This design comes from an exercise in tuning for small area on the open sky130 flow, not from production work.
Function was checked by simulation only, so behaviour that the tests miss may differ from the original.
No activity file was given, so power comes from the tool's default toggle rates.

==> flow/design.v <==
module idst_ao22 (
   input  logic a0, b0, a1, b1,
   output logic y
);
   assign y = (a0 & b0) | (a1 & b1);
endmodule
module idst_aoi22 (
   input  logic a0, b0, a1, b1,
   output logic y
);
   assign y = ~((a0 & b0) | (a1 & b1));
endmodule
module idst_aoi222 (
   input  logic a0, b0, a1, b1, a2, b2,
   output logic y
);
   assign y = ~((a0 & b0) | (a1 & b1) | (a2 & b2));
endmodule
module idst_nand4 (
   input  logic [3:0] a,
   output logic       y
);
   assign y = ~&a;
endmodule
module idst_nand3 (
   input  logic [2:0] a,
   output logic       y
);
   assign y = ~&a;
endmodule
module idst_or3 (
   input  logic [2:0] a,
   output logic       y
);
   assign y = |a;
endmodule
module idst_rdbit #(
   parameter int N = 32
) (
   input  logic [N-1:0] s,
   input  logic [N-1:0] d,
   output logic         y
);
   localparam int NG = (N + 2) / 3;           
   logic [NG-1:0] g;                          
   logic [2:0]    h;
   for (genvar k = 0; k < NG; k++) begin : grp
      if (3*k + 2 < N) begin : g3
         idst_aoi222 u (.a0(s[3*k]), .b0(d[3*k]), .a1(s[3*k+1]), .b1(d[3*k+1]),
                        .a2(s[3*k+2]), .b2(d[3*k+2]), .y(g[k]));
      end else begin : g2
         idst_aoi22 u (.a0(s[3*k]), .b0(d[3*k]), .a1(s[3*k+1]), .b1(d[3*k+1]),
                       .y(g[k]));
      end
   end
   idst_nand4 n0 (.a(g[3:0]),  .y(h[0]));
   idst_nand4 n1 (.a(g[7:4]),  .y(h[1]));
   idst_nand3 n2 (.a(g[10:8]), .y(h[2]));
   idst_or3   o  (.a(h),       .y(y));
endmodule
module id_stage (
   input  logic        clk,
   input  logic        rst_n,
   input  logic        InValid,
   output logic        InReady,
   input  logic [31:0] Instr,
   input  logic        WbEn,
   input  logic [4:0]  WbAddr,
   input  logic [31:0] WbData,
   output logic        OutValid,
   input  logic        OutReady,
   output logic [31:0] InputA,
   output logic [31:0] InputB,
   output logic [2:0]  ALUop,
   output logic [4:0]  OutRd,
   output logic        OutWrEn
);
   logic [2:0]  op;
   logic [4:0]  rd, rs, rt;
   logic        is_nop, is_imm, is_reg;
   assign op     = Instr[31:29];
   assign rd     = Instr[28:24];
   assign rs     = Instr[23:19];
   assign rt     = Instr[18:14];
   assign is_nop = (op[2:1] == 2'b00);
   assign is_imm = (op[2:1] == 2'b11);
   assign is_reg = !is_nop && !is_imm;
   logic valid_q;
   logic hold;
   assign InReady = !valid_q || OutReady;
   assign hold    = !InReady;
   always_ff @(posedge clk or negedge rst_n) begin
      if (!rst_n)       valid_q <= 1'b0;
      else if (InReady) valid_q <= InValid;
   end
   logic [31:0] rf_q [32];    
   logic [31:0] rf_d [32];
   logic [31:1] rv_q;         
   logic [31:1] wsel, wkeep;
   always_comb begin
      for (int i = 1; i < 32; i++) begin
         wsel[i]  = WbEn && (WbAddr == 5'(i));
         wkeep[i] = !wsel[i];
      end
   end
   always_ff @(posedge clk or negedge rst_n) begin
      if (!rst_n) rv_q <= '0;
      else        rv_q <= rv_q | wsel;
   end
   for (genvar i = 1; i < 32; i++) begin : row
      for (genvar b = 0; b < 32; b++) begin : col
         idst_ao22 wr (.a0(wsel[i]), .b0(WbData[b]), .a1(wkeep[i]), .b1(rf_q[i][b]),
                       .y(rf_d[i][b]));
      end
      always_ff @(posedge clk) rf_q[i] <= rf_d[i];
   end
   logic [31:1] sel_a, sel_b;
   logic        imm_en;
   always_comb begin
      for (int i = 1; i < 32; i++) begin
         sel_a[i] = (rs == 5'(i)) && rv_q[i] && !is_nop && InReady;
         sel_b[i] = (rt == 5'(i)) && rv_q[i] && is_reg  && InReady;
      end
   end
   assign imm_en = is_imm && InReady;
   logic [31:0] a_q, b_q, a_d, b_d;
   for (genvar b = 0; b < 32; b++) begin : rdp
      logic [31:0] da, db;
      logic [32:0] sb, dbx;
      for (genvar i = 1; i < 32; i++) begin : r
         assign da[i-1] = rf_q[i][b];
      end
      assign da[31] = a_q[b];
      assign sb     = {imm_en, hold, sel_b};
      assign dbx    = {Instr[b < 14 ? b : 13], b_q[b], da[30:0]};
      idst_rdbit #(.N(32)) ua (.s({hold, sel_a}), .d(da),  .y(a_d[b]));
      idst_rdbit #(.N(33)) ub (.s(sb),            .d(dbx), .y(b_d[b]));
   end
   always_ff @(posedge clk) begin
      a_q <= a_d;
      b_q <= b_d;
   end
   logic [2:0] op_q, op_d;
   logic [4:0] rd_q, rd_d;
   logic       ld_rd;
   assign ld_rd = InReady && !is_nop;
   for (genvar k = 0; k < 3; k++) begin : opb
      idst_ao22 u (.a0(InReady), .b0(op[k]), .a1(hold), .b1(op_q[k]), .y(op_d[k]));
   end
   for (genvar k = 0; k < 5; k++) begin : rdb
      idst_ao22 u (.a0(ld_rd), .b0(rd[k]), .a1(hold), .b1(rd_q[k]), .y(rd_d[k]));
   end
   always_ff @(posedge clk) begin
      op_q <= op_d;
      rd_q <= rd_d;
   end
   assign OutValid = valid_q;
   assign InputA   = a_q;
   assign InputB   = b_q;
   assign ALUop    = op_q;
   assign OutRd    = rd_q;
   assign OutWrEn  = |rd_q;
endmodule
==> flow/flow/run.sh <==
#!/bin/bash
# Layout flow: the standard flow (standard synthesis unchanged), with
#  * port buffers of the smallest buffer cell instead of the resizer's pick,
#  * clock tree synthesis without dummy balancing loads and with small
#    clock buffers.
# make's full output goes to flow.log in this folder; ORFS's per-step logs
# stay under orfs/logs/.
set -euo pipefail
cd "$(dirname "$0")/.."
bash standard.sh \
  "BUFFER_PORTS_ARGS=-buffer_cell sky130_fd_sc_hd__buf_1" \
  "CTS_ARGS=-sink_clustering_enable -repair_clock_nets -dont_use_dummy_load -buf_list {sky130_fd_sc_hd__clkbuf_4 sky130_fd_sc_hd__clkbuf_8}" \
  finish > flow.log 2>&1
==> flow/standard.sh <==
#!/bin/bash
# synth_recipe.tcl (not shown) runs the flow's synth.tcl, then flattens the netlist and writes it again
# the make line also repeats each setting of config.mk as NAME=value (left out here)
make -C /OpenROAD-flow-scripts/flow DESIGN_CONFIG=/design/flow/config.mk WORK_HOME=/design/flow/orfs CLKGATE_MAP_FILE= SYNTH_SCRIPT=/design/flow/synth_recipe.tcl "${@:-finish}"
==> flow/config.mk <==
export PLATFORM = sky130hd
export DESIGN_NAME = id_stage
export DESIGN_NICKNAME = id_stage
export VERILOG_FILES = /design/flow/design.v
export SDC_FILE = /design/flow/constraint.sdc
export NUM_CORES = 4
export LEC_CHECK = 0
export CAP_MARGIN = 20
export CORE_MARGIN = 2
export CORE_UTILIZATION = 40
export SLEW_MARGIN = 20
export SYNTH_HIERARCHICAL = 1
==> flow/constraint.sdc <==
create_clock -name core_clock -period 5.0 [get_ports {clk}]
set_input_delay 1.0000 -clock core_clock [delete_from_list [all_inputs] [get_ports {clk}]]
set_output_delay 1.0000 -clock core_clock [all_outputs]
set_load 0.01 [all_outputs]
==> results of run 1 <==
[kinds of logic (layout without fill, tap and decap cells)]
logic type / after synthesis / in the layout
buffers and inverters: 86 / 507
and+or+nand+nor: 470 / 470
other: 0 / 10
AOI/OAI and AO/OA: 1735 / 1735
adders and majority gates: 2 / 2
DFF: 1096 / 1096
[sequential cells by signal, summed over array words and instances, names as in the netlist]
signal and count:
rd_q 5, valid_q 1, a_q 32, op_q 3, rv_q 31, b_q 32
rf_q 992
[modules after synthesis (local to each module, per instance), excerpt]
| module | cells inside | times used | flip-flops and latches |
|---|---|---|---|
| id_stage | 1429 | 1 | 1096 |
| idst_ao22 | 1 | 1000 | 0 |
| idst_or3 | 1 | 64 | 0 |
| idst_nand3 | 1 | 64 | 0 |
| idst_aoi222 | 1 | 672 | 0 |
| idst_aoi22 | 1 | 32 | 0 |
| idst_nand4 | 1 | 128 | 0 |
[path summary, 6_finish.rpt]
path	from	endpoint	slack, ns	depth (start not counted)
min in group core_clock	InValid	valid_q	0.33	2
setup / recovery	valid_q	a_q[7]	1.30	8
setup reg to reg	valid_q	a_q[7]	1.30	8
max in group asynchronous	rst_n	rv_q[17]	4.24	1
hold / removal	rst_n	rv_q[8]	0.23	1
hold reg to reg	rv_q[12]	rv_q[12]	0.48	1
[power groups by stage]
stage                     combinational (mW)  clock (mW)  sequential (mW)
after floorplan                         1.62           0             11.6
after global placement                  2.15           0             12.0
after detailed placement                2.24           0             12.0
after CTS                               2.23        6.41             11.8
after global routing                    2.44        6.79             12.1
final                                   2.29        6.40             12.0
[layout by cell type (no fill, tap or decap), types with 32 or more instances in the layout]
master / count
sky130_fd_sc_hd__a222oi_1: 672
sky130_fd_sc_hd__a22o_1: 1000
sky130_fd_sc_hd__a22oi_2: 32
sky130_fd_sc_hd__buf_1: 140
sky130_fd_sc_hd__buf_4: 174
sky130_fd_sc_hd__clkbuf_8: 176
sky130_fd_sc_hd__dfrtp_1: 32
sky130_fd_sc_hd__dfxtp_1: 1064
sky130_fd_sc_hd__nand3_1: 69
sky130_fd_sc_hd__nand4_1: 133
sky130_fd_sc_hd__or3_1: 64
[cell usage after synthesis]
master	number	area (sq um)
sky130_fd_sc_hd__nor4bb_1	3	30.0
sky130_fd_sc_hd__nand2b_1	5	31.3
sky130_fd_sc_hd__dfrtp_1	32	801
sky130_fd_sc_hd__and4_1	1	8.76
sky130_fd_sc_hd__nor4b_1	26	228
sky130_fd_sc_hd__nor4_1	31	194
sky130_fd_sc_hd__dfxtp_1	1064	21300
sky130_fd_sc_hd__or4b_1	5	50.1
sky130_fd_sc_hd__a21o_1	31	233
sky130_fd_sc_hd__nand3b_1	8	60.1
sky130_fd_sc_hd__clkbuf_1	32	120
sky130_fd_sc_hd__nor4b_2	6	90.1
sky130_fd_sc_hd__nor2_1	34	128
sky130_fd_sc_hd__nand2_1	35	131
sky130_fd_sc_hd__buf_1	2	7.51
sky130_fd_sc_hd__nand4_1	133	832
sky130_fd_sc_hd__or2_1	4	25.0
sky130_fd_sc_hd__nand4b_1	16	140
sky130_fd_sc_hd__or3b_1	4	35.0
sky130_fd_sc_hd__and2_1	1	6.26
sky130_fd_sc_hd__ha_1	2	25.0
sky130_fd_sc_hd__or3_1	64	400
sky130_fd_sc_hd__inv_2	1	3.75
sky130_fd_sc_hd__a22oi_2	32	400
sky130_fd_sc_hd__nand4bb_1	17	191
sky130_fd_sc_hd__buf_2	17	85.1
sky130_fd_sc_hd__nor2b_1	4	25.0
sky130_fd_sc_hd__nor3_1	1	5.00
sky130_fd_sc_hd__a22o_1	1000	8760
sky130_fd_sc_hd__a222oi_1	672	6730
sky130_fd_sc_hd__nand3_1	69	345
sky130_fd_sc_hd__buf_4	32	240
sky130_fd_sc_hd__and4b_1	3	30.0
sky130_fd_sc_hd__inv_1	2	7.51
[stage by stage]
stage	cells	util	setup WS, ns	area (sq um)
2_1_floorplan	3389	-	0.0171	41700
3_3_place_gp	5012	0.441	0.814	45700
3_5_place_dp	5013	0.441	0.767	45700
4_1_cts	5189	0.465	1.29	48100
5_1_grt	5191	0.465	1.19	48100
6_report	5200	0.465	1.30	48100
[area by class of cell]
type / instances / area, sq um
diodes: 10 / 25.0
clock buffers: 176 / 2420
fillers: 9406 / 55400
inverters: 3 / 11.3
multi-input cells: 2207 / 19900
flip-flops and latches: 1096 / 22100
well taps: 1380 / 1730
repair buffers: 328 / 1970
[worst reg2reg max path, delay by kind of cell, from the launching register on]
kind / cells / cell delay [ns]
buffers and inverters: 3 / 1.07
flip-flops: 1 / 0.35
AND/OR/NAND/NOR: 4 / 1.42
AO/OA/AOI/OAI: 1 / 0.80
[layer usage]
layer	global-route usage	up-vias	share of wire	routed length (um)
met5	0.00266	-	0.00021	42
met2	0.474	4205	0.39	77800
met4	0.218	2	0.071	14100
li1	-	16434	-	-
met1	0.476	20046	0.38	75400
met3	0.120	789	0.16	31600
==> report_table.html, run 1 <==
<table>
<tr><th>Metric</th><th>Value</th></tr>
<tr><th colspan="2">Status</th></tr>
<tr><td>Result of the run</td><td>no timing/DRC/antenna violations</td></tr>
<tr><th colspan="2">Hold path</th></tr>
<tr><td>Worst min-delay path class</td><td>in2async</td></tr>
<tr><th colspan="2">Finish</th></tr>
<tr><td>Layout net count</td><td>3888</td></tr>
<tr><td>Fraction of final layout cells sized beyond drive strength 1</td><td>0.137</td></tr>
<tr><td>Area added between synthesis and finish</td><td>15.4%</td></tr>
<tr><th colspan="2">Power and ir drop</th></tr>
<tr><td>Part of the power in combinational logic</td><td>0.111</td></tr>
<tr><td>Power, Total</td><td>20.6 mW</td></tr>
<tr><td>Flop pwr share</td><td>0.579</td></tr>
<tr><td>Maximum vdd drop</td><td>0.227 mV</td></tr>
<tr><td>Switching Power</td><td>5.82 mW</td></tr>
<tr><td>Sw Ratio</td><td>0.282</td></tr>
<tr><td>P_int</td><td>14.8 mW</td></tr>
<tr><td>P_leak</td><td>18.8 nW</td></tr>
<tr><td>Ratio of total power to cell area</td><td>429 nW/um^2</td></tr>
<tr><td>Clk pwr share</td><td>0.310</td></tr>
<tr><th colspan="2">Drt</th></tr>
<tr><td>Remaining number of nets flagged by the antenna check after routing</td><td>0</td></tr>
<tr><td>Ratio of routed vias to standard cells</td><td>7.98</td></tr>
<tr><td>Routed via count</td><td>41476</td></tr>
<tr><td>Final routed wire length divided by cell count</td><td>38.3 um</td></tr>
<tr><td>Remaining DRCs</td><td>0</td></tr>
<tr><td>First-pass iteration count of the detailed router</td><td>14</td></tr>
<tr><td>Aggregate routed wire length</td><td>199000 um</td></tr>
<tr><td>Number of DRC markers in iteration 0</td><td>11333</td></tr>
<tr><th colspan="2">Logic synthesis</th></tr>
<tr><td>Compound-gate portion of the synthesized area</td><td>0.387</td></tr>
<tr><td>Adder-cell share of the synthesized area</td><td>0.000600</td></tr>
<tr><td>Largest family of logic cells by synthesized area</td><td>compound AO/OA/AOI/OAI gates</td></tr>
<tr><td>Area of the mapped netlist</td><td>41700 sq um</td></tr>
<tr><td>Synthesized Nets</td><td>3465</td></tr>
<tr><td>Avg Inst Size Synth</td><td>12.3 sq um</td></tr>
<tr><td>Sequential share of the synthesized area</td><td>0.530</td></tr>
<tr><td>Syn Inst Count</td><td>3389</td></tr>
<tr><td>Register bit count reported by yosys</td><td>1096</td></tr>
<tr><td>Unique cell type count in the Yosys netlist</td><td>34</td></tr>
<tr><td>Xor/xnor cell area share of the yosys netlist</td><td>0</td></tr>
<tr><td>Count of warnings emitted by yosys</td><td>10</td></tr>
<tr><td>Proportion of synthesized area in mux cells</td><td>0</td></tr>
<tr><td>Synthesized-area fraction occupied by and/or/nand/nor cells</td><td>0.0716</td></tr>
<tr><th colspan="2">Die</th></tr>
<tr><td>Die H</td><td>327 um</td></tr>
<tr><td>Initial standard-cell utilization of the core</td><td>0.403</td></tr>
<tr><td>Chip width</td><td>327 um</td></tr>
<tr><td>Top Ports</td><td>149</td></tr>
<tr><td>Cell row count</td><td>118</td></tr>
<tr><td>Core box area</td><td>103000 sq um</td></tr>
<tr><td>Floorplan die area</td><td>107000 sq um</td></tr>
<tr><th colspan="2">Setup path</th></tr>
<tr><td>Family with the most delay on the worst path</td><td>simple AND/OR/NAND/NOR gates</td></tr>
<tr><td>Biggest fanout along the worst timing path</td><td>32</td></tr>
<tr><td>Endpoint arrival time on the critical path</td><td>4.47 ns</td></tr>
<tr><td>Delay of the slowest critical-path stage</td><td>0.77 ns</td></tr>
<tr><td>Count of buffering cells on the critical path with inverters included</td><td>3</td></tr>
<tr><td>Type of element launching the critical path</td><td>flip-flop</td></tr>
<tr><td>Required time at the worst-slack endpoint</td><td>5.77 ns</td></tr>
<tr><td>Worst path slowest cell</td><td>sky130_fd_sc_hd__a222oi_1</td></tr>
<tr><td>List of cells traversed by the critical path</td><td>nor2b_4 &gt; buf_4 &gt; buf_4 &gt; nor4_2 &gt; buf_4 &gt; a222oi_1 &gt; nand3_1 &gt; or3_1</td></tr>
<tr><td>Kind of end point of the critical path</td><td>flip-flop</td></tr>
<tr><td>Most numerous cell on the critical path</td><td>sky130_fd_sc_hd__buf_4</td></tr>
<tr><td>WS Path Type</td><td>reg2reg</td></tr>
<tr><th colspan="2">Global route</th></tr>
<tr><td>Total Routing Usage GR</td><td>0.351</td></tr>
<tr><td>Overflow left after global routing</td><td>0</td></tr>
<tr><td>Vias in the first global route</td><td>38739</td></tr>
<tr><td>Global-route wire length before repair</td><td>277000 um</td></tr>
<tr><td>Largest net degree at the start of global routing</td><td>38</td></tr>
<tr><td>Antenna violations before repair</td><td>3</td></tr>
<tr><th colspan="2">STA</th></tr>
<tr><td>Final hold violation count</td><td>0</td></tr>
<tr><td>Worst slack on hold paths</td><td>0.230 ns</td></tr>
<tr><td>Headroom to the max-slew limit</td><td>0.177</td></tr>
<tr><td>Tcrit/Tclk final</td><td>0.741</td></tr>
<tr><td>Setup TNS</td><td>0 ns</td></tr>
<tr><td>Final Max Slew Viols</td><td>0</td></tr>
<tr><td>Clock period minus worst slack</td><td>3.70 ns</td></tr>
<tr><td>Fmax</td><td>270 MHz</td></tr>
<tr><td>Transition at the pin with the smallest max-transition slack</td><td>1.23 ns</td></tr>
<tr><td>Clock skew</td><td>0.0792 ns</td></tr>
<tr><td>Setup repair after global routing missed its margin</td><td>false</td></tr>
<tr><td>Final setup vio count</td><td>0</td></tr>
<tr><th colspan="2">Clocking</th></tr>
<tr><td>Sink count of the clock tree</td><td>1096</td></tr>
<tr><td>Clock slew at reported path FFs</td><td>0.05 ns</td></tr>
<tr><td>Post-CTS setup repair buffer count</td><td>0</td></tr>
<tr><td>Cts-stage hold buffer count</td><td>0</td></tr>
<tr><td>CTS tree</td><td>done</td></tr>
<tr><td>Number of gates resized after cts</td><td>0</td></tr>
<tr><td>Clock buffer count from CTS</td><td>176</td></tr>
<tr><td>Maximum count of clock buffers along a single path</td><td>3</td></tr>
<tr><td>Clock Tree Root</td><td>sky130_fd_sc_hd__clkbuf_8</td></tr>
<tr><td>Number of H-tree levels</td><td>4</td></tr>
<tr><td>Insertion delay of the later-clocked pin in the worst-skew pair</td><td>0.90 ns</td></tr>
<tr><th colspan="2">Job</th></tr>
<tr><td>Number of max-cap violations</td><td>0</td></tr>
<tr><th colspan="2">Place</th></tr>
<tr><td>Total of buffers placed on input and output ports</td><td>148</td></tr>
<tr><td>HPWL after detailed placement</td><td>114000 um</td></tr>
<tr><td>Final weighted congestion in routability-driven placement</td><td>0.933</td></tr>
</table>
==> run 2: changes to the inputs <==
==> flow/run.sh (new file) <==
#!/bin/bash
# synth_recipe.tcl (not shown) runs the flow's synth.tcl, then flattens the netlist and writes it again
# the make line also repeats each setting of config.mk as NAME=value (left out here)
make -C /OpenROAD-flow-scripts/flow DESIGN_CONFIG=/design/flow/config.mk WORK_HOME=/design/flow/orfs CLKGATE_MAP_FILE= SYNTH_SCRIPT=/design/flow/synth_recipe.tcl finish
removed: flow/flow/run.sh
removed: flow/standard.sh
==> run 2 against run 1 <==
Net effect:
- still clean on timing, DRC and antenna
- utilization up 2.5 points
- clock-buffer cell count is 21 lower
- clock power increased by 44%
- total power increased by 14%
- via count shrank 1.2%
- clock skew down 0.053 ns
- first-iteration DRC count grew 1.4%
- maximum frequency fell by 8.3%
- routed wire length down 3.5%
- sequential power barely moved
- critical path depth down 2
- synthesized cell count unchanged
- highest routed layer unchanged
==> report_table.html, run 2 <==
<table>
<tr><th>Metric</th><th>Value</th></tr>
<tr><th colspan="2">Status</th></tr>
<tr><td>Result of the run</td><td>no timing/DRC/antenna violations (unchanged)</td></tr>
<tr><th colspan="2">Clocking</th></tr>
<tr><td>Clock slew at reported path FFs</td><td>0.06 ns (was 0.05 ns)</td></tr>
<tr><td>Number of H-tree levels</td><td>3 (was 4)</td></tr>
<tr><td>Cts-stage hold buffer count</td><td>0 (unchanged)</td></tr>
<tr><td>Sink count of the clock tree</td><td>1096 (unchanged)</td></tr>
<tr><td>Clock Tree Root</td><td>sky130_fd_sc_hd__clkbuf_16 (was sky130_fd_sc_hd__clkbuf_8)</td></tr>
<tr><td>Post-CTS setup repair buffer count</td><td>0 (unchanged)</td></tr>
<tr><td>Insertion delay of the later-clocked pin in the worst-skew pair</td><td>0.73 ns (was 0.90 ns)</td></tr>
<tr><td>Maximum count of clock buffers along a single path</td><td>3 (unchanged)</td></tr>
<tr><td>CTS tree</td><td>done (unchanged)</td></tr>
<tr><td>Clock buffer count from CTS</td><td>113 (was 176)</td></tr>
<tr><td>Number of gates resized after cts</td><td>0 (unchanged)</td></tr>
<tr><th colspan="2">Setup path</th></tr>
<tr><td>Critical register-to-register path startpoint</td><td>valid_q (unchanged)</td></tr>
<tr><td>Endpoint arrival time on the critical path</td><td>3.04 ns (was 4.47 ns)</td></tr>
<tr><td>Worst path slowest cell</td><td>sky130_fd_sc_hd__buf_4 (was sky130_fd_sc_hd__a222oi_1)</td></tr>
<tr><td>List of cells traversed by the critical path</td><td>clkdlybuf4s50_1 &gt; nor2b_4 &gt; buf_4 &gt; buf_4 &gt; inv_2 &gt; clkdlybuf4s50_1 (was nor2b_4 &gt; buf_4 &gt; buf_4 &gt; nor4_2 &gt; buf_4 &gt; a222oi_1 &gt; nand3_1 &gt; or3_1)</td></tr>
<tr><td>Worst setup slack for register-to-register paths</td><td>1.83 ns (was 1.30 ns)</td></tr>
<tr><td>Type of element launching the critical path</td><td>input port (was flip-flop)</td></tr>
<tr><td>Delay of the slowest critical-path stage</td><td>0.53 ns (was 0.77 ns)</td></tr>
<tr><td>WS Path Type</td><td>in2out (was reg2reg)</td></tr>
<tr><td>Start point of the critical path</td><td>OutReady (was valid_q)</td></tr>
<tr><td>Family with the most delay on the worst path</td><td>buffers and inverters (was simple AND/OR/NAND/NOR gates)</td></tr>
<tr><td>Required time at the worst-slack endpoint</td><td>4.00 ns (was 5.77 ns)</td></tr>
<tr><td>Biggest fanout along the worst timing path</td><td>35 (was 32)</td></tr>
<tr><td>Count of buffering cells on the critical path with inverters included</td><td>5 (was 3)</td></tr>
<tr><td>Kind of end point of the critical path</td><td>output port (was flip-flop)</td></tr>
<tr><th colspan="2">Place</th></tr>
<tr><td>Final weighted congestion in routability-driven placement</td><td>0.938 (was 0.933)</td></tr>
<tr><td>HPWL after detailed placement</td><td>106000 um (was 114000 um)</td></tr>
<tr><td>Total of buffers placed on input and output ports</td><td>148 (unchanged)</td></tr>
<tr><th colspan="2">Finish</th></tr>
<tr><td>Fraction of final layout cells sized beyond drive strength 1</td><td>0.139 (was 0.137)</td></tr>
<tr><td>Count of fill cells added during filler insertion</td><td>9093 (was 9406)</td></tr>
<tr><td>Sequential Area</td><td>22100 sq um (unchanged)</td></tr>
<tr><td>Most frequent cells in the layout</td><td>sky130_fd_sc_hd__dfxtp_1 (1064), sky130_fd_sc_hd__a22o_1 (1000), sky130_fd_sc_hd__a222oi_1 (672), sky130_fd_sc_hd__buf_4 (181), sky130_fd_sc_hd__clkdlybuf4s50_1 (147) (was sky130_fd_sc_hd__dfxtp_1 (1064), sky130_fd_sc_hd__a22o_1 (1000), sky130_fd_sc_hd__a222oi_1 (672), sky130_fd_sc_hd__clkbuf_8 (176), sky130_fd_sc_hd__buf_4 (174))</td></tr>
<tr><td>Max FFs per register</td><td>992 (unchanged)</td></tr>
<tr><td>Area added between synthesis and finish</td><td>21.7% (was 15.4%)</td></tr>
<tr><td>Largest registers</td><td>rf_q x992, a_q x32, b_q x32 (unchanged)</td></tr>
<tr><td>Multi-input combinational cell area</td><td>19900 sq um (about the same)</td></tr>
<tr><td>Layout net count</td><td>3832 (was 3888)</td></tr>
<tr><td>Most common cell after layout, fill and taps aside</td><td>sky130_fd_sc_hd__dfxtp_1 (unchanged)</td></tr>
<tr><td>Finished Core Util</td><td>0.490 (was 0.465)</td></tr>
<tr><td>Register ranked first by flip-flop count</td><td>rf_q (unchanged)</td></tr>
<tr><th colspan="2">Power and ir drop</th></tr>
<tr><td>P_leak</td><td>20.0 nW (was 18.8 nW)</td></tr>
<tr><td>Maximum vdd drop</td><td>0.277 mV (was 0.227 mV)</td></tr>
<tr><td>Ratio of total power to cell area</td><td>465 nW/um^2 (was 429 nW/um^2)</td></tr>
<tr><th colspan="2">Job</th></tr>
<tr><td>Number of max-cap violations</td><td>0 (unchanged)</td></tr>
<tr><th colspan="2">Logic synthesis</th></tr>
<tr><td>Most instantiated library cell after synthesis</td><td>sky130_fd_sc_hd__dfxtp_1 (unchanged)</td></tr>
<tr><td>Synthesized Nets</td><td>3465 (unchanged)</td></tr>
<tr><td>Sequential share of the synthesized area</td><td>0.530 (unchanged)</td></tr>
<tr><td>Area share of the largest cell type after synthesis</td><td>0.511 (unchanged)</td></tr>
<tr><td>Most common library cells after synthesis</td><td>sky130_fd_sc_hd__dfxtp_1 (1064), sky130_fd_sc_hd__a22o_1 (1000), sky130_fd_sc_hd__a222oi_1 (672) (unchanged)</td></tr>
<tr><td>Leading cell types by total area after synthesis</td><td>sky130_fd_sc_hd__dfxtp_1 (51%), sky130_fd_sc_hd__a22o_1 (21%), sky130_fd_sc_hd__a222oi_1 (16%) (unchanged)</td></tr>
<tr><td>Register bit count reported by yosys</td><td>1096 (unchanged)</td></tr>
<tr><td>Async set-or-reset flop fraction in the synthesized netlist</td><td>0.0292 (unchanged)</td></tr>
<tr><td>Avg Inst Size Synth</td><td>12.3 sq um (unchanged)</td></tr>
<tr><td>Post-synth top area cell</td><td>sky130_fd_sc_hd__dfxtp_1 (unchanged)</td></tr>
<tr><td>Number of enable-type register cells in the synthesized netlist</td><td>0 (unchanged)</td></tr>
<tr><td>Unique cell type count in the Yosys netlist</td><td>34 (unchanged)</td></tr>
<tr><td>Area of the mapped netlist</td><td>41700 sq um (unchanged)</td></tr>
<tr><td>Most instantiated flip-flop cell in the synthesis netlist</td><td>sky130_fd_sc_hd__dfxtp_1 (unchanged)</td></tr>
<tr><td>Syn Inst Count</td><td>3389 (unchanged)</td></tr>
<tr><td>Count of warnings emitted by yosys</td><td>10 (unchanged)</td></tr>
<tr><th colspan="2">Die</th></tr>
<tr><td>Floorplan die area</td><td>107000 sq um (unchanged)</td></tr>
<tr><td>Top Ports</td><td>149 (unchanged)</td></tr>
<tr><td>Die H</td><td>327 um (unchanged)</td></tr>
<tr><td>Core box area</td><td>103000 sq um (unchanged)</td></tr>
<tr><td>Cell row count</td><td>118 (unchanged)</td></tr>
<tr><td>Chip width</td><td>327 um (unchanged)</td></tr>
<tr><td>Initial standard-cell utilization of the core</td><td>0.403 (unchanged)</td></tr>
<tr><th colspan="2">STA</th></tr>
<tr><td>Final Max Slew Viols</td><td>0 (unchanged)</td></tr>
<tr><td>Final hold violation count</td><td>0 (unchanged)</td></tr>
<tr><td>Headroom to the max-slew limit</td><td>0.203 (was 0.177)</td></tr>
<tr><td>Setup repair after global routing missed its margin</td><td>false (unchanged)</td></tr>
<tr><td>Tcrit/Tclk final</td><td>0.808 (was 0.741)</td></tr>
<tr><td>Final setup vio count</td><td>0 (unchanged)</td></tr>
<tr><td>Transition at the pin with the smallest max-transition slack</td><td>1.19 ns (was 1.23 ns)</td></tr>
<tr><td>Fmax</td><td>248 MHz (was 270 MHz)</td></tr>
<tr><td>Clock period minus worst slack</td><td>4.04 ns (was 3.70 ns)</td></tr>
<tr><td>Setup TNS</td><td>0 ns (unchanged)</td></tr>
<tr><td>Clock skew</td><td>0.0267 ns (was 0.0792 ns)</td></tr>
<tr><th colspan="2">Drt</th></tr>
<tr><td>Ratio of routed vias to standard cells</td><td>7.82 (was 7.98)</td></tr>
<tr><td>Routed via count</td><td>40968 (was 41476)</td></tr>
<tr><td>Remaining DRCs</td><td>0 (unchanged)</td></tr>
<tr><td>Remaining number of nets flagged by the antenna check after routing</td><td>0 (unchanged)</td></tr>
<tr><td>Number of DRC markers in iteration 0</td><td>11497 (was 11333)</td></tr>
<tr><td>Final routed wire length divided by cell count</td><td>36.6 um (was 38.3 um)</td></tr>
<tr><td>Aggregate routed wire length</td><td>192000 um (was 199000 um)</td></tr>
<tr><td>First-pass iteration count of the detailed router</td><td>14 (unchanged)</td></tr>
<tr><th colspan="2">Global route</th></tr>
<tr><td>Total Routing Usage GR</td><td>0.339 (was 0.351)</td></tr>
<tr><td>Largest net degree at the start of global routing</td><td>53 (was 38)</td></tr>
<tr><td>Overflow left after global routing</td><td>0 (unchanged)</td></tr>
<tr><td>Global-route wire length before repair</td><td>271000 um (was 277000 um)</td></tr>
<tr><td>Vias in the first global route</td><td>38459 (was 38739)</td></tr>
<tr><td>Antenna violations before repair</td><td>7 (was 3)</td></tr>
<tr><th colspan="2">Hold path</th></tr>
<tr><td>Worst min-delay path class</td><td>reg2reg (was in2async)</td></tr>
<tr><td>Startpoint of the tightest hold check path</td><td>rv_q[17]</td></tr>
</table>
-- run 2: area by class of cell --
| class | count | area share |
|---|---|---|
| sequential | 1096 | 0.436 |
| multi-input combinational | 2207 | 0.392 |
| clock buffer | 155 | 0.0640 |
| timing repair buffer | 335 | 0.0582 |
| tap | 1380 | 0.0340 |
| clock inverter | 58 | 0.0162 |
| antenna | 6 | 0.000296 |
| inverter | 3 | 0.000222 |
-- run 2: worst paths after layout --
check / end / cells past startpoint
worst max-delay path: InReady / 6
worst min-delay path: rv_q[17] / 1
worst max register to register: b_q[5] / 7
worst min register to register: rv_q[17] / 1
max in group asynchronous: rv_q[15] / 2
min in group asynchronous: rv_q[6] / 2
-- run 2: per-module statistics from Yosys (local to each module, per instance), excerpt --
module       area, sq um  copies in the design
idst_aoi22          12.5                    32
idst_nand4          6.26                   128
idst_nand3          5.00                    64
id_stage           24300                     1
idst_aoi222         10.0                   672
idst_ao22           8.76                  1000
idst_or3            6.26                    64
-- run 2: through the flow --
step,setup WS (ns),std cells,cell area [sq um],power (mW),hold WS [ns]
2_1_floorplan,0.0171,3389,41700,13.2,0.433
3_3_place_gp,0.614,5021,46700,14.3,0.453
3_5_place_dp,0.598,5021,46700,14.3,0.459
4_1_cts,0.958,5234,50700,23.5,0.476
5_1_grt,0.864,5234,50700,24.3,0.502
6_report,0.960,5240,50700,23.6,0.471
-- run 2: logic make-up (layout without fill, tap and decap cells) --
| family | after synthesis | after routing | synth area share |
|---|---|---|---|
| compound gates | 1735 | 1735 | 0.387 |
| fa+ha+maj | 2 | 2 | 0.000600 |
| buf+inv | 86 | 551 | 0.0111 |
| flops | 1096 | 1096 | 0.530 |
| other cells | 0 | 6 | 0 |
| simple gates | 470 | 470 | 0.0716 |
-- run 2: metal layers --
metal  vias up  global-route usage  share of wire  wire [um]
met5         -                   0       0.000068         13
met4         2               0.208          0.067      12900
met3       642               0.102           0.16      29800
met2      3928               0.454           0.39      74900
met1     19959               0.473           0.39      74500
li1      16437                   -              -          -
-- run 2: power breakdown --
group          internal (mW)  switching (mW)
Clock                   5.44            3.79
Sequential              10.5            1.47
Combinational           1.41            1.01
==> run 3: changes to the inputs <==
--- a/flow/design.v
+++ b/flow/design.v
@@ -3,12 +3,6 @@
    output logic y
 );
    assign y = (a0 & b0) | (a1 & b1);
-endmodule
-module idst_aoi22 (
-   input  logic a0, b0, a1, b1,
-   output logic y
-);
-   assign y = ~((a0 & b0) | (a1 & b1));
 endmodule
 module idst_aoi222 (
    input  logic a0, b0, a1, b1, a2, b2,
@@ -34,6 +28,19 @@
 );
    assign y = |a;
 endmodule
+module idst_nand2 (
+   input  logic a, b,
+   output logic y
+);
+   assign y = ~(a & b);
+endmodule
+module idst_ao2111 (
+   input  logic       a, b,
+   input  logic [2:0] c,
+   output logic       y
+);
+   assign y = (a & b) | (|c);
+endmodule
 module idst_rdbit #(
    parameter int N = 32
 ) (
@@ -41,22 +48,24 @@
    input  logic [N-1:0] d,
    output logic         y
 );
-   localparam int NG = (N + 2) / 3;           
-   logic [NG-1:0] g;                          
-   logic [2:0]    h;
-   for (genvar k = 0; k < NG; k++) begin : grp
-      if (3*k + 2 < N) begin : g3
-         idst_aoi222 u (.a0(s[3*k]), .b0(d[3*k]), .a1(s[3*k+1]), .b1(d[3*k+1]),
-                        .a2(s[3*k+2]), .b2(d[3*k+2]), .y(g[k]));
-      end else begin : g2
-         idst_aoi22 u (.a0(s[3*k]), .b0(d[3*k]), .a1(s[3*k+1]), .b1(d[3*k+1]),
-                       .y(g[k]));
-      end
+   logic [10:0] g;                            
+   logic [2:0]  h;
+   for (genvar k = 0; k < 10; k++) begin : grp
+      idst_aoi222 u (.a0(s[3*k]), .b0(d[3*k]), .a1(s[3*k+1]), .b1(d[3*k+1]),
+                     .a2(s[3*k+2]), .b2(d[3*k+2]), .y(g[k]));
    end
-   idst_nand4 n0 (.a(g[3:0]),  .y(h[0]));
-   idst_nand4 n1 (.a(g[7:4]),  .y(h[1]));
-   idst_nand3 n2 (.a(g[10:8]), .y(h[2]));
-   idst_or3   o  (.a(h),       .y(y));
+   idst_nand4 n0 (.a(g[3:0]), .y(h[0]));
+   idst_nand4 n1 (.a(g[7:4]), .y(h[1]));
+   if (N == 33) begin : n33
+      idst_aoi222 u (.a0(s[30]), .b0(d[30]), .a1(s[31]), .b1(d[31]),
+                     .a2(s[32]), .b2(d[32]), .y(g[10]));
+      idst_nand3 n2 (.a(g[10:8]), .y(h[2]));
+      idst_or3   o  (.a(h),       .y(y));
+   end else begin : n32
+      idst_nand2 u (.a(s[30]), .b(d[30]), .y(g[10]));
+      idst_nand3 n2 (.a(g[10:8]), .y(h[2]));
+      idst_ao2111 o (.a(s[31]), .b(d[31]), .c(h), .y(y));
+   end
 endmodule
 module id_stage (
    input  logic        clk,
==> flow/flow/run.sh (new file) <==
#!/bin/bash
# Layout flow: the standard flow (standard synthesis unchanged), with
#  * port buffers of the smallest buffer cell instead of the resizer's pick,
#  * clock tree synthesis without dummy balancing loads, with clkbuf_8
#    buffers and leaf clusters of up to 12 flip-flops within 80 um.
# make's full output goes to flow.log in this folder; ORFS's per-step logs
# stay under orfs/logs/.
set -euo pipefail
cd "$(dirname "$0")/.."
bash standard.sh \
  "BUFFER_PORTS_ARGS=-buffer_cell sky130_fd_sc_hd__buf_1" \
  "CTS_ARGS=-sink_clustering_enable -repair_clock_nets -dont_use_dummy_load -sink_clustering_size 12 -sink_clustering_max_diameter 80 -buf_list {sky130_fd_sc_hd__clkbuf_8}" \
  finish > flow.log 2>&1
==> flow/standard.sh (new file) <==
#!/bin/bash
# synth_recipe.tcl (not shown) runs the flow's synth.tcl, then flattens the netlist and writes it again
# the make line also repeats each setting of config.mk as NAME=value (left out here)
make -C /OpenROAD-flow-scripts/flow DESIGN_CONFIG=/design/flow/config.mk WORK_HOME=/design/flow/orfs CLKGATE_MAP_FILE= SYNTH_SCRIPT=/design/flow/synth_recipe.tcl "${@:-finish}"
removed: flow/run.sh
==> run 3 against run 2 <==
Net effect:
- combinational power down 7%
- via count down 1.3%
- sequential power about the same
- critical path depth up 4
- sequential share of layout area up 3.6 points
- critical path type is now in2reg
- synthesized cell count unchanged
- utilization down 3.7 points
- die area down 0.29%
- total power down 20%
- worst hold slack worse by 0.14 ns
==> report_table.html, run 3 <==
<table>
<tr><th>Metric</th><th>Value</th></tr>
<tr><th colspan="2">Place</th></tr>
<tr><td>Cell Count Post-Placement</td><td>5000 (was 5021)</td></tr>
<tr><td>Total of buffers placed on input and output ports</td><td>148 (unchanged)</td></tr>
<tr><td>HPWL after detailed placement</td><td>106000 um (about the same)</td></tr>
<tr><td>Post-place setup slack</td><td>0.505 ns (was 0.598 ns)</td></tr>
<tr><td>Final weighted congestion in routability-driven placement</td><td>0.870 (was 0.938)</td></tr>
<tr><th colspan="2">Logic synthesis</th></tr>
<tr><td>Register bit count reported by yosys</td><td>1096 (unchanged)</td></tr>
<tr><td>Synthesized Nets</td><td>3465 (unchanged)</td></tr>
<tr><td>Count of warnings emitted by yosys</td><td>10 (unchanged)</td></tr>
<tr><td>Sequential share of the synthesized area</td><td>0.532 (was 0.530)</td></tr>
<tr><td>Most instantiated library cell after synthesis</td><td>sky130_fd_sc_hd__dfxtp_1 (unchanged)</td></tr>
<tr><td>Most common library cells after synthesis</td><td>sky130_fd_sc_hd__dfxtp_1 (1064), sky130_fd_sc_hd__a22o_1 (1000), sky130_fd_sc_hd__a222oi_1 (672) (unchanged)</td></tr>
<tr><td>Unique cell type count in the Yosys netlist</td><td>34 (unchanged)</td></tr>
<tr><td>Avg Inst Size Synth</td><td>12.3 sq um (about the same)</td></tr>
<tr><td>Post-synth top area cell</td><td>sky130_fd_sc_hd__dfxtp_1 (unchanged)</td></tr>
<tr><td>Leading cell types by total area after synthesis</td><td>sky130_fd_sc_hd__dfxtp_1 (51%), sky130_fd_sc_hd__a22o_1 (21%), sky130_fd_sc_hd__a222oi_1 (16%) (unchanged)</td></tr>
<tr><td>Syn Inst Count</td><td>3389 (unchanged)</td></tr>
<tr><td>Most instantiated flip-flop cell in the synthesis netlist</td><td>sky130_fd_sc_hd__dfxtp_1 (unchanged)</td></tr>
<tr><td>Area share of the largest cell type after synthesis</td><td>0.512 (was 0.511)</td></tr>
<tr><td>Area of the mapped netlist</td><td>41600 sq um (was 41700 sq um)</td></tr>
<tr><td>Number of enable-type register cells in the synthesized netlist</td><td>0 (unchanged)</td></tr>
<tr><td>Async set-or-reset flop fraction in the synthesized netlist</td><td>0.0292 (unchanged)</td></tr>
<tr><th colspan="2">Die</th></tr>
<tr><td>Floorplan die area</td><td>107000 sq um (about the same)</td></tr>
<tr><td>Chip width</td><td>326 um (was 327 um)</td></tr>
<tr><td>Core box area</td><td>103000 sq um (about the same)</td></tr>
<tr><td>Die H</td><td>326 um (was 327 um)</td></tr>
<tr><td>Initial standard-cell utilization of the core</td><td>0.402 (was 0.403)</td></tr>
<tr><td>Cell row count</td><td>118 (unchanged)</td></tr>
<tr><td>Top Ports</td><td>149 (unchanged)</td></tr>
<tr><th colspan="2">Global route</th></tr>
<tr><td>Antenna violations before repair</td><td>1 (was 7)</td></tr>
<tr><td>Overflow left after global routing</td><td>0 (unchanged)</td></tr>
<tr><td>Global-route wire length before repair</td><td>269000 um (was 271000 um)</td></tr>
<tr><td>Total Routing Usage GR</td><td>0.339 (about the same)</td></tr>
<tr><td>Largest net degree at the start of global routing</td><td>59 (was 53)</td></tr>
<tr><td>Vias in the first global route</td><td>37810 (was 38459)</td></tr>
<tr><th colspan="2">Clocking</th></tr>
<tr><td>CTS tree</td><td>done (unchanged)</td></tr>
<tr><td>Number of gates resized after cts</td><td>0 (unchanged)</td></tr>
<tr><td>Maximum count of clock buffers along a single path</td><td>3 (unchanged)</td></tr>
<tr><td>Cts-stage hold buffer count</td><td>0 (unchanged)</td></tr>
<tr><td>Clock buffer count from CTS</td><td>101 (was 113)</td></tr>
<tr><td>Insertion delay of the later-clocked pin in the worst-skew pair</td><td>0.79 ns (was 0.73 ns)</td></tr>
<tr><td>Number of H-tree levels</td><td>3 (unchanged)</td></tr>
<tr><td>Clock slew at reported path FFs</td><td>0.09 ns (was 0.06 ns)</td></tr>
<tr><td>Clock Tree Root</td><td>sky130_fd_sc_hd__clkbuf_8 (was sky130_fd_sc_hd__clkbuf_16)</td></tr>
<tr><td>Post-CTS setup repair buffer count</td><td>0 (unchanged)</td></tr>
<tr><td>Sink count of the clock tree</td><td>1096 (unchanged)</td></tr>
<tr><th colspan="2">STA</th></tr>
<tr><td>Final Max Slew Viols</td><td>0 (unchanged)</td></tr>
<tr><td>Final setup vio count</td><td>0 (unchanged)</td></tr>
<tr><td>Final hold violation count</td><td>0 (unchanged)</td></tr>
<tr><td>Transition at the pin with the smallest max-transition slack</td><td>1.23 ns (was 1.19 ns)</td></tr>
<tr><td>Clock skew</td><td>0.0606 ns (was 0.0267 ns)</td></tr>
<tr><td>Setup repair after global routing missed its margin</td><td>false (unchanged)</td></tr>
<tr><td>Setup TNS</td><td>0 ns (unchanged)</td></tr>
<tr><td>Slack of the critical path</td><td>1.30 ns (was 0.960 ns)</td></tr>
<tr><td>Clock period minus worst slack</td><td>3.70 ns (was 4.04 ns)</td></tr>
<tr><td>Headroom to the max-slew limit</td><td>0.177 (was 0.203)</td></tr>
<tr><td>Fmax</td><td>270 MHz (was 248 MHz)</td></tr>
<tr><td>Tcrit/Tclk final</td><td>0.740 (was 0.808)</td></tr>
<tr><th colspan="2">Finish</th></tr>
<tr><td>Register ranked first by flip-flop count</td><td>rf_q (unchanged)</td></tr>
<tr><td>Area added between synthesis and finish</td><td>12.7% (was 21.7%)</td></tr>
<tr><td>Most common cell after layout, fill and taps aside</td><td>sky130_fd_sc_hd__dfxtp_1 (unchanged)</td></tr>
<tr><td>Layout net count</td><td>3801 (was 3832)</td></tr>
<tr><td>Max FFs per register</td><td>992 (unchanged)</td></tr>
<tr><td>Finished Core Util</td><td>0.453 (was 0.490)</td></tr>
<tr><td>Multi-input combinational cell area</td><td>19700 sq um (was 19900 sq um)</td></tr>
<tr><td>Most frequent cells in the layout</td><td>sky130_fd_sc_hd__dfxtp_1 (1064), sky130_fd_sc_hd__a22o_1 (1000), sky130_fd_sc_hd__a222oi_1 (672), sky130_fd_sc_hd__buf_4 (164), sky130_fd_sc_hd__buf_1 (145) (was sky130_fd_sc_hd__dfxtp_1 (1064), sky130_fd_sc_hd__a22o_1 (1000), sky130_fd_sc_hd__a222oi_1 (672), sky130_fd_sc_hd__buf_4 (181), sky130_fd_sc_hd__clkdlybuf4s50_1 (147))</td></tr>
<tr><td>Fraction of final layout cells sized beyond drive strength 1</td><td>0.107 (was 0.139)</td></tr>
<tr><td>Sequential Area</td><td>22100 sq um (unchanged)</td></tr>
<tr><td>Count of fill cells added during filler insertion</td><td>9601 (was 9093)</td></tr>
<tr><td>Largest registers</td><td>rf_q x992, a_q x32, b_q x32 (unchanged)</td></tr>
<tr><td>Non-Filler Instances</td><td>5107 (was 5240)</td></tr>
<tr><th colspan="2">Setup path</th></tr>
<tr><td>Family with the most delay on the worst path</td><td>simple AND/OR/NAND/NOR gates (was buffers and inverters)</td></tr>
<tr><td>Kind of end point of the critical path</td><td>flip-flop (was output port)</td></tr>
<tr><td>Worst path slowest cell</td><td>sky130_fd_sc_hd__nor4b_2 (was sky130_fd_sc_hd__buf_4)</td></tr>
<tr><td>WS Path Type</td><td>in2reg (was in2out)</td></tr>
<tr><td>Endpoint arrival time on the critical path</td><td>4.39 ns (was 3.04 ns)</td></tr>
<tr><td>Biggest fanout along the worst timing path</td><td>27 (was 35)</td></tr>
<tr><td>Type of element launching the critical path</td><td>input port (unchanged)</td></tr>
<tr><td>Delay of the slowest critical-path stage</td><td>1.01 ns (was 0.53 ns)</td></tr>
<tr><td>List of cells traversed by the critical path</td><td>buf_1 &gt; inv_1 &gt; ha_1 &gt; buf_4 &gt; nand4bb_1 &gt; nor4b_2 &gt; buf_4 &gt; a222oi_1 &gt; nand4_1 &gt; or3_1 (was clkdlybuf4s50_1 &gt; nor2b_4 &gt; buf_4 &gt; buf_4 &gt; inv_2 &gt; clkdlybuf4s50_1)</td></tr>
<tr><td>Most numerous cell on the critical path</td><td>sky130_fd_sc_hd__buf_4</td></tr>
<tr><td>Required time at the worst-slack endpoint</td><td>5.69 ns (was 4.00 ns)</td></tr>
<tr><td>Count of buffering cells on the critical path with inverters included</td><td>4 (was 5)</td></tr>
<tr><th colspan="2">Drt</th></tr>
<tr><td>Remaining number of nets flagged by the antenna check after routing</td><td>0 (unchanged)</td></tr>
<tr><td>First-pass iteration count of the detailed router</td><td>12 (was 14)</td></tr>
<tr><td>Remaining DRCs</td><td>0 (unchanged)</td></tr>
<tr><td>Routed via count</td><td>40435 (was 40968)</td></tr>
<tr><td>Ratio of routed vias to standard cells</td><td>7.92 (was 7.82)</td></tr>
<tr><td>Final routed wire length divided by cell count</td><td>37.6 um (was 36.6 um)</td></tr>
<tr><td>Aggregate routed wire length</td><td>192000 um (about the same)</td></tr>
<tr><td>Number of DRC markers in iteration 0</td><td>9826 (was 11497)</td></tr>
<tr><th colspan="2">Job</th></tr>
<tr><td>Number of max-cap violations</td><td>0 (unchanged)</td></tr>
<tr><th colspan="2">Hold path</th></tr>
<tr><td>Worst min-delay path class</td><td>in2async (was reg2reg)</td></tr>
<tr><th colspan="2">Power and ir drop</th></tr>
<tr><td>Ratio of total power to cell area</td><td>403 nW/um^2 (was 465 nW/um^2)</td></tr>
<tr><td>P_leak</td><td>18.3 nW (was 20.0 nW)</td></tr>
<tr><td>Power, Total</td><td>18.9 mW (was 23.6 mW)</td></tr>
<tr><td>Maximum vdd drop</td><td>0.203 mV (was 0.277 mV)</td></tr>
<tr><th colspan="2">Status</th></tr>
<tr><td>Result of the run</td><td>no timing/DRC/antenna violations (unchanged)</td></tr>
</table>
[run 3: cell type report]
| cell class | count | area share |
|---|---|---|
| Tap cell | 1380 | 0.0369 |
| Antenna cell | 4 | 0.000214 |
| Inverter | 3 | 0.000240 |
| Timing Repair Buffer | 316 | 0.0399 |
| Multi-Input combinational cell | 2207 | 0.421 |
| Clock buffer | 101 | 0.0297 |
| Sequential cell | 1096 | 0.472 |
[run 3: layer usage]
metal	GRT usage	share of wire
met2	0.444	0.38
met1	0.472	0.39
met4	0.213	0.070
met3	0.114	0.16
met5	0.000887	0
[run 3: stage by stage]
stage	area [sq um]	hold slack [ns]
after global routing	46900	0.412
after CTS	46800	0.334
after global placement	45400	0.459
after detailed placement	45400	0.457
final	46900	0.335
after floorplan	41600	0.433
[run 3: final timing paths]
kind                                start       end  slack, ns  depth (start not counted)
worst max-delay path            Instr[31]   b_q[22]       1.30                         10
worst min-delay path                rst_n   rv_q[5]       0.34                          1
worst max register to register    valid_q   b_q[22]       1.65                          7
worst min register to register    rv_q[4]   rv_q[4]       0.48                          1
max in group asynchronous           rst_n  rv_q[23]       4.13                          1
min in group core_clock           InValid   valid_q       0.45                          2
[run 3: report_power, final]
part           total (mW)  switching, mW  internal [mW]
Combinational        2.26          0.991           1.27
Clock                4.76           2.97           1.79
Sequential           11.9           1.43           10.4
Total                18.9           5.39           13.5
[run 3: kinds of logic (layout without fill, tap and decap cells)]
group	count (synthesis)	count (layout)	share of synthesized area
adders and majority gates	2	2	0.000602
buffers and inverters	86	420	0.0112
AOI/OAI and AO/OA	1735	1735	0.387
and+or+nand+nor	470	470	0.0699
other	0	4	0
DFF	1096	1096	0.532
[run 3: Yosys stat by module, one instance, submodules excluded, excerpt]
module,area (sq um),cells,times used,flops+latches
id_stage,24300,1429,1,1096
idst_ao2111,11.3,1,32,0
idst_aoi222,10.0,1,672,0
idst_ao22,8.76,1,1000,0
idst_nand4,6.26,1,128,0
idst_or3,6.26,1,32,0
idst_nand3,5.00,1,64,0
idst_nand2,3.75,1,32,0
==> run 4: changes to the inputs <==
--- a/flow/design.v
+++ b/flow/design.v
@@ -27,6 +27,12 @@
    output logic       y
 );
    assign y = |a;
+endmodule
+module idst_and3 (
+   input  logic a, b, c,
+   output logic y
+);
+   assign y = a & b & c;
 endmodule
 module idst_nand2 (
    input  logic a, b,
@@ -106,9 +112,13 @@
    logic [31:0] rf_d [32];
    logic [31:1] rv_q;         
    logic [31:1] wsel, wkeep;
+   logic [3:0] whi;
+   logic [7:0] wlo;
    always_comb begin
+      for (int j = 0; j < 4; j++) whi[j] = WbEn && (WbAddr[4:3] == 2'(j));
+      for (int k = 0; k < 8; k++) wlo[k] = (WbAddr[2:0] == 3'(k));
       for (int i = 1; i < 32; i++) begin
-         wsel[i]  = WbEn && (WbAddr == 5'(i));
+         wsel[i]  = whi[i/8] && wlo[i%8];
          wkeep[i] = !wsel[i];
       end
    end
@@ -125,11 +135,21 @@
    end
    logic [31:1] sel_a, sel_b;
    logic        imm_en;
+   logic [3:0] ahi, bhi;
+   logic [7:0] alo, blo;
    always_comb begin
-      for (int i = 1; i < 32; i++) begin
-         sel_a[i] = (rs == 5'(i)) && rv_q[i] && !is_nop && InReady;
-         sel_b[i] = (rt == 5'(i)) && rv_q[i] && is_reg  && InReady;
+      for (int j = 0; j < 4; j++) begin
+         ahi[j] = (rs[4:3] == 2'(j)) && !is_nop && InReady;
+         bhi[j] = (rt[4:3] == 2'(j)) && is_reg  && InReady;
       end
+      for (int k = 0; k < 8; k++) begin
+         alo[k] = (rs[2:0] == 3'(k));
+         blo[k] = (rt[2:0] == 3'(k));
+      end
+   end
+   for (genvar i = 1; i < 32; i++) begin : rsel
+      idst_and3 ua (.a(ahi[i/8]), .b(alo[i%8]), .c(rv_q[i]), .y(sel_a[i]));
+      idst_and3 ub (.a(bhi[i/8]), .b(blo[i%8]), .c(rv_q[i]), .y(sel_b[i]));
    end
    assign imm_en = is_imm && InReady;
    logic [31:0] a_q, b_q, a_d, b_d;
--- a/flow/config.mk
+++ b/flow/config.mk
@@ -5,8 +5,8 @@
 export SDC_FILE = /design/flow/constraint.sdc
 export NUM_CORES = 4
 export LEC_CHECK = 0
-export CAP_MARGIN = 20
+export CAP_MARGIN = 10
 export CORE_MARGIN = 2
 export CORE_UTILIZATION = 40
-export SLEW_MARGIN = 20
+export SLEW_MARGIN = 10
 export SYNTH_HIERARCHICAL = 1
==> run 4 against run 3 <==
Net effect:
- routed wire length grew 5.5%
- clock skew grew 0.0080 ns
- non-clock buffer count shrank 26
- synthesized cell count down 1.8%
- critical endpoint is now b_q[5]
- largest cell class unchanged
- largest power group unchanged
==> report_table.html, run 4 <==
<table>
<tr><th>Metric</th><th>Value</th></tr>
<tr><th colspan="2">Logic synthesis</th></tr>
<tr><td>Async set-or-reset flop fraction in the synthesized netlist</td><td>0.0292 (unchanged)</td></tr>
<tr><td>Synthesized Nets</td><td>3403 (was 3465)</td></tr>
<tr><td>Unique cell type count in the Yosys netlist</td><td>36 (was 34)</td></tr>
<tr><td>Leading cell types by total area after synthesis</td><td>sky130_fd_sc_hd__dfxtp_1 (52%), sky130_fd_sc_hd__a22o_1 (21%), sky130_fd_sc_hd__a222oi_1 (16%) (was sky130_fd_sc_hd__dfxtp_1 (51%), sky130_fd_sc_hd__a22o_1 (21%), sky130_fd_sc_hd__a222oi_1 (16%))</td></tr>
<tr><td>Register bit count reported by yosys</td><td>1096 (unchanged)</td></tr>
<tr><td>Avg Inst Size Synth</td><td>12.3 sq um (about the same)</td></tr>
<tr><td>Area of the mapped netlist</td><td>41100 sq um (was 41600 sq um)</td></tr>
<tr><td>Number of enable-type register cells in the synthesized netlist</td><td>0 (unchanged)</td></tr>
<tr><td>Count of warnings emitted by yosys</td><td>10 (unchanged)</td></tr>
<tr><td>Syn Inst Count</td><td>3327 (was 3389)</td></tr>
<tr><td>Most common library cells after synthesis</td><td>sky130_fd_sc_hd__dfxtp_1 (1064), sky130_fd_sc_hd__a22o_1 (1000), sky130_fd_sc_hd__a222oi_1 (672) (unchanged)</td></tr>
<tr><td>Post-synth top area cell</td><td>sky130_fd_sc_hd__dfxtp_1 (unchanged)</td></tr>
<tr><td>Sequential share of the synthesized area</td><td>0.538 (was 0.532)</td></tr>
<tr><td>Area share of the largest cell type after synthesis</td><td>0.519 (was 0.512)</td></tr>
<tr><td>Most instantiated library cell after synthesis</td><td>sky130_fd_sc_hd__dfxtp_1 (unchanged)</td></tr>
<tr><td>Most instantiated flip-flop cell in the synthesis netlist</td><td>sky130_fd_sc_hd__dfxtp_1 (unchanged)</td></tr>
<tr><th colspan="2">Power and ir drop</th></tr>
<tr><td>Maximum vdd drop</td><td>0.214 mV (was 0.203 mV)</td></tr>
<tr><td>Clk pwr share</td><td>0.254 (was 0.252)</td></tr>
<tr><td>Part of the power in combinational logic</td><td>0.117 (was 0.120)</td></tr>
<tr><td>Switching Power</td><td>5.51 mW (was 5.39 mW)</td></tr>
<tr><td>P_int</td><td>13.5 mW (about the same)</td></tr>
<tr><td>P_leak</td><td>18.4 nW (was 18.3 nW)</td></tr>
<tr><td>Ratio of total power to cell area</td><td>413 nW/um^2 (was 403 nW/um^2)</td></tr>
<tr><td>Power, Total</td><td>19.0 mW (was 18.9 mW)</td></tr>
<tr><td>Flop pwr share</td><td>0.629 (was 0.628)</td></tr>
<tr><td>Sw Ratio</td><td>0.290 (was 0.285)</td></tr>
<tr><th colspan="2">Finish</th></tr>
<tr><td>Fraction of final layout cells sized beyond drive strength 1</td><td>0.102 (was 0.107)</td></tr>
<tr><td>Max FFs per register</td><td>992 (unchanged)</td></tr>
<tr><td>Area added between synthesis and finish</td><td>12.0% (was 12.7%)</td></tr>
<tr><td>Count of fill cells added during filler insertion</td><td>9388 (was 9601)</td></tr>
<tr><td>Most frequent cells in the layout</td><td>sky130_fd_sc_hd__dfxtp_1 (1064), sky130_fd_sc_hd__a22o_1 (1000), sky130_fd_sc_hd__a222oi_1 (672), sky130_fd_sc_hd__buf_1 (145), sky130_fd_sc_hd__buf_4 (133) (was sky130_fd_sc_hd__dfxtp_1 (1064), sky130_fd_sc_hd__a22o_1 (1000), sky130_fd_sc_hd__a222oi_1 (672), sky130_fd_sc_hd__buf_4 (164), sky130_fd_sc_hd__buf_1 (145))</td></tr>
<tr><td>Non-Filler Instances</td><td>5037 (was 5107)</td></tr>
<tr><td>Largest registers</td><td>rf_q x992, a_q x32, b_q x32 (unchanged)</td></tr>
<tr><td>Most common cell after layout, fill and taps aside</td><td>sky130_fd_sc_hd__dfxtp_1 (unchanged)</td></tr>
<tr><td>Layout net count</td><td>3742 (was 3801)</td></tr>
<tr><td>Register ranked first by flip-flop count</td><td>rf_q (unchanged)</td></tr>
<tr><th colspan="2">Place</th></tr>
<tr><td>Total of buffers placed on input and output ports</td><td>148 (unchanged)</td></tr>
<tr><td>Final weighted congestion in routability-driven placement</td><td>0.998 (was 0.870)</td></tr>
<tr><td>HPWL after detailed placement</td><td>117000 um (was 106000 um)</td></tr>
<tr><td>Cell Count Post-Placement</td><td>4931 (was 5000)</td></tr>
<tr><th colspan="2">Clocking</th></tr>
<tr><td>Clock buffer count from CTS</td><td>101 (unchanged)</td></tr>
<tr><td>Number of gates resized after cts</td><td>0 (unchanged)</td></tr>
<tr><td>Sink count of the clock tree</td><td>1096 (unchanged)</td></tr>
<tr><td>Cts-stage hold buffer count</td><td>0 (unchanged)</td></tr>
<tr><td>Clock Tree Root</td><td>sky130_fd_sc_hd__clkbuf_8 (unchanged)</td></tr>
<tr><td>CTS tree</td><td>done (unchanged)</td></tr>
<tr><td>Clock slew at reported path FFs</td><td>0.09 ns (about the same)</td></tr>
<tr><td>Insertion delay of the later-clocked pin in the worst-skew pair</td><td>0.79 ns (about the same)</td></tr>
<tr><td>Number of H-tree levels</td><td>3 (unchanged)</td></tr>
<tr><td>Maximum count of clock buffers along a single path</td><td>3 (unchanged)</td></tr>
<tr><td>Post-CTS setup repair buffer count</td><td>0 (unchanged)</td></tr>
<tr><th colspan="2">Die</th></tr>
<tr><td>Initial standard-cell utilization of the core</td><td>0.404 (was 0.402)</td></tr>
<tr><td>Die H</td><td>324 um (was 326 um)</td></tr>
<tr><td>Cell row count</td><td>117 (was 118)</td></tr>
<tr><td>Floorplan die area</td><td>105000 sq um (was 107000 sq um)</td></tr>
<tr><td>Core box area</td><td>102000 sq um (was 103000 sq um)</td></tr>
<tr><td>Chip width</td><td>324 um (was 326 um)</td></tr>
<tr><td>Top Ports</td><td>149 (unchanged)</td></tr>
<tr><th colspan="2">Status</th></tr>
<tr><td>Result of the run</td><td>no timing/DRC/antenna violations (unchanged)</td></tr>
<tr><th colspan="2">Setup path</th></tr>
<tr><td>Family with the most delay on the worst path</td><td>simple AND/OR/NAND/NOR gates (unchanged)</td></tr>
<tr><td>WS Path Type</td><td>in2reg (unchanged)</td></tr>
<tr><td>Delay of the slowest critical-path stage</td><td>1.19 ns (was 1.01 ns)</td></tr>
<tr><td>Kind of end point of the critical path</td><td>flip-flop (unchanged)</td></tr>
<tr><td>FF-to-FF path depth</td><td>7 (unchanged)</td></tr>
<tr><td>List of cells traversed by the critical path</td><td>buf_1 &gt; inv_1 &gt; ha_1 &gt; nor4bb_1 &gt; and3_2 &gt; buf_4 &gt; a222oi_1 &gt; nand4_1 &gt; or3_1 (was buf_1 &gt; inv_1 &gt; ha_1 &gt; buf_4 &gt; nand4bb_1 &gt; nor4b_2 &gt; buf_4 &gt; a222oi_1 &gt; nand4_1 &gt; or3_1)</td></tr>
<tr><td>Type of element launching the critical path</td><td>input port (unchanged)</td></tr>
<tr><td>Required time at the worst-slack endpoint</td><td>5.73 ns (was 5.69 ns)</td></tr>
<tr><td>Biggest fanout along the worst timing path</td><td>19 (was 27)</td></tr>
<tr><td>Worst setup slack for register-to-register paths</td><td>1.20 ns (was 1.65 ns)</td></tr>
<tr><td>Endpoint arrival time on the critical path</td><td>4.72 ns (was 4.39 ns)</td></tr>
<tr><td>Worst path slowest cell</td><td>sky130_fd_sc_hd__nor4bb_1 (was sky130_fd_sc_hd__nor4b_2)</td></tr>
<tr><td>Destination of the worst register-to-register timing path</td><td>b_q[5] (was b_q[22])</td></tr>
<tr><td>Count of buffering cells on the critical path with inverters included</td><td>3 (was 4)</td></tr>
<tr><td>Critical register-to-register path startpoint</td><td>valid_q (unchanged)</td></tr>
<tr><th colspan="2">Global route</th></tr>
<tr><td>Largest net degree at the start of global routing</td><td>41 (was 59)</td></tr>
<tr><td>Total Routing Usage GR</td><td>0.361 (was 0.339)</td></tr>
<tr><td>Vias in the first global route</td><td>37726 (was 37810)</td></tr>
<tr><td>Antenna violations before repair</td><td>6 (was 1)</td></tr>
<tr><td>Global-route wire length before repair</td><td>282000 um (was 269000 um)</td></tr>
<tr><td>Overflow left after global routing</td><td>0 (unchanged)</td></tr>
<tr><th colspan="2">STA</th></tr>
<tr><td>Tcrit/Tclk final</td><td>0.798 (was 0.740)</td></tr>
<tr><td>Final Max Slew Viols</td><td>0 (unchanged)</td></tr>
<tr><td>Setup repair after global routing missed its margin</td><td>false (unchanged)</td></tr>
<tr><td>Clock skew</td><td>0.0686 ns (was 0.0606 ns)</td></tr>
<tr><td>Final setup vio count</td><td>0 (unchanged)</td></tr>
<tr><td>Transition at the pin with the smallest max-transition slack</td><td>1.43 ns (was 1.23 ns)</td></tr>
<tr><td>Headroom to the max-slew limit</td><td>0.0324 (was 0.177)</td></tr>
<tr><td>Final hold violation count</td><td>0 (unchanged)</td></tr>
<tr><td>Setup TNS</td><td>0 ns (unchanged)</td></tr>
<tr><td>Clock period minus worst slack</td><td>3.99 ns (was 3.70 ns)</td></tr>
<tr><td>Fmax</td><td>251 MHz (was 270 MHz)</td></tr>
<tr><th colspan="2">Drt</th></tr>
<tr><td>Number of DRC markers in iteration 0</td><td>11916 (was 9826)</td></tr>
<tr><td>First-pass iteration count of the detailed router</td><td>15 (was 12)</td></tr>
<tr><td>Routed via count</td><td>40721 (was 40435)</td></tr>
<tr><td>Aggregate routed wire length</td><td>202000 um (was 192000 um)</td></tr>
<tr><td>Remaining DRCs</td><td>0 (unchanged)</td></tr>
<tr><td>Remaining number of nets flagged by the antenna check after routing</td><td>0 (unchanged)</td></tr>
<tr><td>Final routed wire length divided by cell count</td><td>40.2 um (was 37.6 um)</td></tr>
<tr><td>Ratio of routed vias to standard cells</td><td>8.08 (was 7.92)</td></tr>
<tr><th colspan="2">Job</th></tr>
<tr><td>Number of max-cap violations</td><td>0 (unchanged)</td></tr>
<tr><th colspan="2">Hold path</th></tr>
<tr><td>Worst min-delay path class</td><td>in2async (unchanged)</td></tr>
</table>
==> run 4: cell count changes after synthesis, moves of 13 or more <==
| cell | before | now |
|---|---|---|
| sky130_fd_sc_hd__nor4b_1 | 26 | 3 |
| sky130_fd_sc_hd__nor4_1 | 31 | 1 |
| sky130_fd_sc_hd__clkbuf_1 | 32 | 8 |
| sky130_fd_sc_hd__nand4b_1 | 16 | 3 |
| sky130_fd_sc_hd__and3_1 | 0 | 64 |
| sky130_fd_sc_hd__nand4bb_1 | 17 | 3 |
==> run 4: routing by layer <==
layer  part of all wire  wire (um)  vias up  GRT usage
met4              0.080      16100        2      0.233
met3               0.16      31900      857      0.123
met5            0.00014         28        -          0
met2               0.39      79800     4189      0.499
met1               0.37      74600    19695      0.478
li1                   -          -    15978          -
==> run 4: Yosys stat by module (local to each module, per instance), excerpt <==
module,cell area [sq um],flip-flops and latches
id_stage,23400,1096
idst_ao2111,11.3,0
idst_aoi222,10.0,0
idst_ao22,8.76,0
idst_and3,6.26,0
idst_nand4,6.26,0
idst_or3,6.26,0
idst_nand3,5.00,0
idst_nand2,3.75,0
==> run 4: worst register-to-register path, stage by stage (launching register included) <==
cell,delay [ns]
sky130_fd_sc_hd__dfrtp_1,0.38
sky130_fd_sc_hd__nor2b_4,0.19
sky130_fd_sc_hd__nor4bb_1,1.19
sky130_fd_sc_hd__and3_2,0.93
sky130_fd_sc_hd__buf_4,0.41
sky130_fd_sc_hd__a222oi_1,0.14
sky130_fd_sc_hd__nand4_1,0.37
sky130_fd_sc_hd__or3_1,0.17
==> run 4: logic make-up after synthesis <==
family / share of synthesized area
buffers and inverters: 0.00889
AO/OA/AOI/OAI: 0.391
flip-flops: 0.538
adder cells (fa/ha/maj): 0.000609
AND/OR/NAND/NOR: 0.0610
==> run 4: stage by stage <==
step,hold slack [ns],instance area (sq um),worst slack (ns),util
2_1_floorplan,0.435,41100,1.34,-
3_3_place_gp,0.446,44600,0.621,0.438
3_5_place_dp,0.452,44600,0.520,0.438
4_1_cts,0.355,46000,1.32,0.452
5_1_grt,0.420,46000,1.09,0.452
6_report,0.363,46000,1.01,0.452
==> run 4: how the worst max path moves through the flow <==
stage	endpoint	depth (start not counted)	slack (ns)	from
2_1_floorplan	b_q[0]	7	1.34	OutReady
3_3_place_gp	b_q[5]	9	0.62	Instr[30]
3_5_place_dp	b_q[5]	9	0.52	Instr[30]
4_1_cts	b_q[1]	8	1.32	Instr[30]
5_1_grt	a_q[5]	9	1.09	Instr[30]
6_report	b_q[5]	9	1.01	Instr[30]
==> run 4: power by group through the flow <==
stage	Combinational [mW]	Clock [mW]	Sequential [mW]
after detailed placement	2.17	0	12.0
after global routing	2.37	5.14	12.1
after global placement	2.09	0	12.0
after CTS	2.17	4.80	11.8
after floorplan	1.56	0	11.6
final	2.23	4.82	11.9
==> run 4: area by class of cell <==
class / count / area [sq um] / area share
Timing Repair Buffer: 290 / 1740 / 0.0378
Sequential cell: 1096 / 22100 / 0.481
Inverter: 3 / 11.3 / 0.000245
Tap cell: 1368 / 1710 / 0.0372
Clock buffer: 101 / 1390 / 0.0302
Antenna cell: 5 / 12.5 / 0.000272
Multi-Input combinational cell: 2174 / 19000 / 0.414

-- afterwards: timing with drivers on the ports --
The flow's constraints put no driver on any port. The routed layouts listed below were extracted and timed again, unchanged, in two steps. Step 1, drivers: a clkbuf_16 drives clk and a buf_2 each remaining input, both assumed. Step 2, shift: input delay + t, output delay - t, t = (earliest + latest rising clock arrival at the registers) / 2. This alone moves slack from input paths to output paths. a / b / c = no drivers / after step 1 / after step 2; a / b = the first two.
run	t (ns)	setup WS [ns]	worst hold slack (ns)	worst setup path at the end	worst data-port slew with drivers (ns)
run 1	0.922	1.296 / 1.240 / 0.561	0.230 / 0.179 / 0.475	input to register	0.05
run 2	0.794	0.960 / 0.938 / 0.504	0.471 / 0.471 / 0.471	input to register	0.06
run 3	0.820	1.302 / 1.353 / 0.533	0.335 / 0.285 / 0.483	input to register	0.05
run 4	0.821	1.008 / 1.059 / 0.238	0.363 / 0.311 / 0.475	input to register	0.05
After both steps every run listed still meets setup and hold. The setup slack of run 4, which loses most, moves by +0.051 ns with the drivers and by -0.770 ns with both steps.
